This is an optimization exercise on Yosys and OpenROAD, whose aim is small area, a short achievable clock period and few clock cycles, not a production implementation.
Where RTL was checked, it was by simulation tests only, not by an equivalence proof against the original.
Power and IR drop assume default switching activity. No driver is modelled on the clock port, so clocking that relies on it looks cheaper here than on a real chip.

run A:
Design pcie_queue_top, start of the top module:
module pcie_queue_top (
    input  logic           pcie_clk,
    input  logic           pcie_reset_n,
    input  logic [4:0]     nb_queues,
    input  logic [17:0]    pcie_address,
    input  logic           pcie_write,
    input  logic           pcie_read,
    input  logic [511:0]   pcie_writedata,
    input  logic [63:0]    pcie_byteenable,
    output logic [511:0]   pcie_readdata,
    output logic           pcie_readdatavalid,
    input  logic           dma_done,
    input  logic [31:0]    new_tail,
    output logic [2:0]     active_queue,
    output logic [31:0]    active_tail,
    output logic [31:0]    active_head,
    output logic [63:0]    active_kmem_addr,
    output logic           frb_read,
    output logic [11:0]    frb_address,
    input  logic [511:0]   frb_readdata,
    input  logic           frb_readvalid
);
Size in the first run: about 4,200 cells after synthesis, roughly 1,800 flip-flops, roughly 63,000 µm² of cells after synthesis.
make LEC_CHECK=0 CAP_MARGIN=20 CORE_AREA='100 100 520 520' DIE_AREA='0 0 620 620' SETUP_SLACK_MARGIN=2.5 SLEW_MARGIN=20 SYNTH_HIERARCHICAL=1 finish   # period 5.0 ns
run.sh (not shown) runs the stock make flow with config.mk's settings and CLKGATE_MAP_FILE= SYNTH_SCRIPT=/design/flow/synth_recipe.tcl, a recipe that flattens the netlist after the stock synthesis.
Relative to run A, the following input files were edited for run B:
# run A
export LEC_CHECK = 0
export CAP_MARGIN = 20
export CORE_AREA = 100 100 520 520
export DIE_AREA = 0 0 620 620
export SETUP_SLACK_MARGIN = 2.5
export SLEW_MARGIN = 20
export SYNTH_HIERARCHICAL = 1
create_clock -name core_clock -period 5.0 [get_ports {pcie_clk}]
# run B
export LEC_CHECK = 0
export CAP_MARGIN = 20
export CORE_AREA = 100 100 520 520
export DIE_AREA = 0 0 620 620
export SLEW_MARGIN = 20
export SYNTH_HIERARCHICAL = 1
create_clock -name core_clock -period 5.0 [get_ports {pcie_clk}]
==> run summary <==
Reported for run A and run B, count of inverters other than clock inverters in the layout turned out identical to the last digit. Between run B and run A, it is run B whose global-route usage is lower, by 0.23 points. On run B: number of cells traversed by the worst register-to-register path is 1 lower than what run A gave. Re clock buffer count: run A was lower than run B. Sort run A and run B by met2 demand-to-capacity share in global routing, ascending, and run A comes first. Diff run A -> run B: final instance count without filler cells comparable; cell area now larger. Run B — maximum frequency 29% lower, run A as reference.
Function was not checked in any run of this note: the RTL went through the layout flow alone.


pcie_queue_top, a different RTL version from the one above (not shown whole).
For scale: roughly 3900 cells after synthesis, ~1800 flip-flops, about 63000 um2 of cells after synthesis.
export LEC_CHECK = 0
export CAP_MARGIN = 20
export CORE_AREA = 15 15 345 345
export CTS_CLUSTER_DIAMETER = 80
export CTS_CLUSTER_SIZE = 30
export DIE_AREA = 0 0 360 360
export SETUP_SLACK_MARGIN = 2.65
export SLEW_MARGIN = 20
export SYNTH_HIERARCHICAL = 1
create_clock -name core_clock -period 5.0 [get_ports {pcie_clk}]
standard.sh (not shown) runs the stock make flow with config.mk's settings and CLKGATE_MAP_FILE= SYNTH_SCRIPT=/design/flow/synth_recipe.tcl, a recipe that flattens the netlist after the stock synthesis.
==> flow/flow/run.sh <==
#!/bin/bash
# Standard ORFS layout, with the port buffers made of the smallest buffer cell
# (every input and output port still gets its own buffer), the IO pins
# allowed on every routing track so the die can be smaller, and a clock tree
# built without dummy balancing loads.
set -euo pipefail
cd "$(dirname "$0")/.."
bash standard.sh \
  "BUFFER_PORTS_ARGS=-buffer_cell sky130_fd_sc_hd__buf_1" \
  "PLACE_PINS_ARGS=-min_distance 1 -min_distance_in_tracks" \
  "CTS_ARGS=-sink_clustering_enable -repair_clock_nets -sink_clustering_size 30 -sink_clustering_max_diameter 80 -dont_use_dummy_load" \
  finish > make_finish.log 2>&1
Testbench counts at the start, summed over its fixed seeds: cycles 3,208.
Change:
--- a/flow/config.mk
+++ b/flow/config.mk
@@ -12,3 +12,3 @@
 export DIE_AREA = 0 0 360 360
-export SETUP_SLACK_MARGIN = 2.65
+export SETUP_SLACK_MARGIN = 2.6
 export SLEW_MARGIN = 20
- fmax barely changes
- hold slack stays flat
- routed wire length is about the same
- non-clock buffer count shrinks by 2
- via count stays flat
- power barely changes
- combinational power stays flat

[afterwards: timing with drivers on the ports]
The flow's constraints put no driver on any port. The routed layouts listed below were extracted and timed again, unchanged, in two steps. Step 1 (the two cells are an assumption about what drives the block):
set clk [get_ports {pcie_clk}]
set_driving_cell -lib_cell sky130_fd_sc_hd__clkbuf_16 $clk
set_driving_cell -lib_cell sky130_fd_sc_hd__buf_2 [delete_from_list [all_inputs] $clk]
Step 2 adds t to the input delays and takes it off the output delays; t is the mean of the earliest and latest rising clock arrival at the registers after step 1. Input paths then give back, and output paths get back, about the clock's delay inside the block. Three values: ideal ports, drivers, drivers and shift; two values: the first two.
| run | t (ns) | setup WS [ns] | worst setup path at the end | clock arrival spread, ns | worst slew at a driven data input, ns |
|---|---|---|---|---|---|
| run A | 0.891 | 2.418 / 2.305 / 1.538 | input to register | 0.050 / 0.050 | 0.39 |
| run B | 0.896 | 1.355 / 1.271 / 0.605 | input to register | 0.044 / 0.044 | 0.43 |
| the first run of note 2 | 0.759 | 2.540 / 2.483 / 1.796 | input to register | 0.050 / 0.050 | 0.19 |
| the second run of note 2 | 0.757 | 2.543 / 2.485 / 1.808 | input to register | 0.052 / 0.052 | 0.19 |
After both steps setup and hold are still met in every run listed. The setup slack of run A, which loses most, moves by -0.113 ns with the drivers and by -0.880 ns with both steps.
